Background: an optimization exercise with open tools, aiming at small area, a short achievable clock period and few clock cycles. Do not read the settings as production practice.
The RTL was checked by simulation tests, not by an equivalence proof against the original design.
No activity file was given, so power comes from the tool's default toggle rates.

// conv2d_top
module conv2d_top
(
    input  logic        i_clk,
    input  logic        i_rst,
    input  logic [9:0]  i_pix,      
    input  logic [9:0]  i_wgt,      
    output logic [26:0] o_out,      
    output logic        o_busy
);
    localparam int LB = conv_pkg::LB_LEN;
    logic       in_pix;             
    logic       in_wgt;             
    logic [7:0] in_d;
    logic       busy_q;
    logic       take;
    logic [5:0] pix_pos;            
    logic [5:0] out_pos;            
    logic       tail;               
    logic [3:0] tail_n;             
    logic       step_pix;           
    logic       step;               
    logic       produce;            
    logic       wgt_go;             
    logic [LB-1:0] lb_en;
    logic [LB*8-1:0] slots;
    logic [71:0] kernel;
    logic [71:0] win;
    logic [8:0]  keep;
    logic signed [conv_pkg::SUM_BW-1:0] sum;
    logic        out_valid;
    logic        out_last;
    logic signed [conv_pkg::SUM_BW-1:0] out_data;
    assign take     = !busy_q && (i_pix[9] || i_wgt[9]);
    assign step_pix = in_pix;
  ...
Size: ~50 I/O pins, roughly 28000 µm² of cells after synthesis.
Settings: LEC_CHECK=0, CAP_MARGIN=20, CORE_MARGIN=2, CORE_UTILIZATION=40, CTS_CLUSTER_DIAMETER=90, CTS_CLUSTER_SIZE=26, SETUP_SLACK_MARGIN=5, SLEW_MARGIN=20, SYNTH_HIERARCHICAL=1, SYNTH_MINIMUM_KEEP_SIZE=0; clock period 8.0 ns.
run.sh (not shown) runs the stock make flow with config.mk's settings and CLKGATE_MAP_FILE= SYNTH_SCRIPT=/design/flow/synth_recipe.tcl, a recipe that flattens the netlist after the stock synthesis.
The starting point ran to the end with no violations.
Testbench counts at the start, summed over its fixed seeds: cycles 4,704.
==> next run, changes <==
SETUP_SLACK_MARGIN = default   (was 5)
Wire length shrinks by about 8%.
Sequential power rises by about 2%.
Non-clock buffer count went down by 238.
Synthesized area is unchanged.
Via count came out lower by 7.9%.
Core utilization came out lower by 3.4 points.

* * *

Setup of rev 12:
Starting RTL as in the previous note.
make LEC_CHECK=0 CAP_MARGIN=20 CORE_MARGIN=2 CORE_UTILIZATION=40 SLEW_MARGIN=20 SYNTH_HIERARCHICAL=1 SYNTH_MINIMUM_KEEP_SIZE=0 finish   # period 8.0 ns
Testbench counts of rev 12, summed over its fixed seeds: cycles 4,704.
Input-level comparison between rev 13 and rev 12:
- CTS_CLUSTER_DIAMETER: unset -> 90
- CTS_CLUSTER_SIZE: unset -> 26
- SETUP_SLACK_MARGIN: unset -> 4.85
Notes after the runs:
The part of the power in combinational logic of rev 13 exceeds that of rev 12 by 5.1 points. Against rev 12 as the reference, rev 13 delivers a lower detailed-route wire length per cell. Clock buffer count (rev 13 / rev 12): 0.53. Compared with rev 12, rev 13 shows a lower total clock buffers created by CTS. Final core area utilization: rev 13 < rev 12. In rev 13 the time the final worst path needs with I/O delays and setup turned out 86 ps lower than in rev 12. Diff rev 12..rev 13 | share of the synthesized area in compound gates (AO/OA/AOI/OAI) | unchanged. When rev 13 is measured against rev 12, its HPWL reported at the end of detailed placement turns out 190 um higher. [rev 13] max-slew headroom at the worst pin rose 11 points relative to rev 12. Rev 13 vs rev 12, worst hold margin went up by 4.2 ps. Routed wire length is lower on rev 12.

* * *

conv2d_top again, from the RTL that the note above started with.
export LEC_CHECK = 0
export CAP_MARGIN = 20
export CORE_MARGIN = 2
export CORE_UTILIZATION = 70
export CTS_CLUSTER_DIAMETER = 90
export CTS_CLUSTER_SIZE = 26
export PLACE_DENSITY = 0.8
export SETUP_SLACK_MARGIN = 4.85
export SLEW_MARGIN = 20
export SYNTH_HIERARCHICAL = 1
export SYNTH_MINIMUM_KEEP_SIZE = 0
create_clock -name core_clock -period 8.0 [get_ports {i_clk}]
The first run finished with timing, DRC and antenna clean.
Testbench counts at the start, summed over its fixed seeds: cycles 4,704.
Next try:
CORE_UTILIZATION = 40   (was 70)
CTS_CLUSTER_DIAMETER = 100   (was 90)
CTS_CLUSTER_SIZE = 22   (was 26)
PLACE_DENSITY = unset   (was 0.8)
SETUP_SLACK_MARGIN = unset   (was 4.85)
Result: The changed run produced a clean layout; worst setup slack loses 0.15 ns; synthesized cell count does not change; cell count goes up by 15%.

re-timing with driven ports:
No port has a modelled driver above. Below, the same layouts with a new extraction and two added sets of constraints.
Step 1 sets driving cells, clkbuf_16 on the clock port and buf_2 on the other inputs (assumed; they add their load-dependent delay and slew).
Step 2 also shifts input and output timing later by t, the mid clock arrival at the registers, as if the neighbouring blocks saw the same clock.
a / b / c = no drivers / after step 1 / after step 2; a / b = the first two.
run	t, ns	setup WS [ns]	hold WS [ns]	clock arrival spread, ns	cell pins on the clock port's net
the first run of note 1	0.641	4.921 / 4.921 / 4.921	0.335 / 0.335 / 0.335	0.035 / 0.035	1
the second run of note 1	0.667	4.725 / 4.725 / 4.427	0.337 / 0.337 / 0.337	0.023 / 0.023	1
rev 12	0.653	4.732 / 4.732 / 4.412	0.330 / 0.330 / 0.330	0.033 / 0.033	1
rev 13	0.653	4.818 / 4.818 / 4.550	0.334 / 0.334 / 0.334	0.040 / 0.039	1
the first run of note 3	0.623	4.843 / 4.838 / 4.517	0.335 / 0.335 / 0.335	0.031 / 0.031	1
the second run of note 3	0.649	4.696 / 4.696 / 4.436	0.334 / 0.334 / 0.334	0.039 / 0.039	1
After both steps setup and hold are still met in every run listed. For the first run of note 3, which loses most, drivers alone change the setup slack by -0.005 ns; drivers and shift together by -0.326 ns.
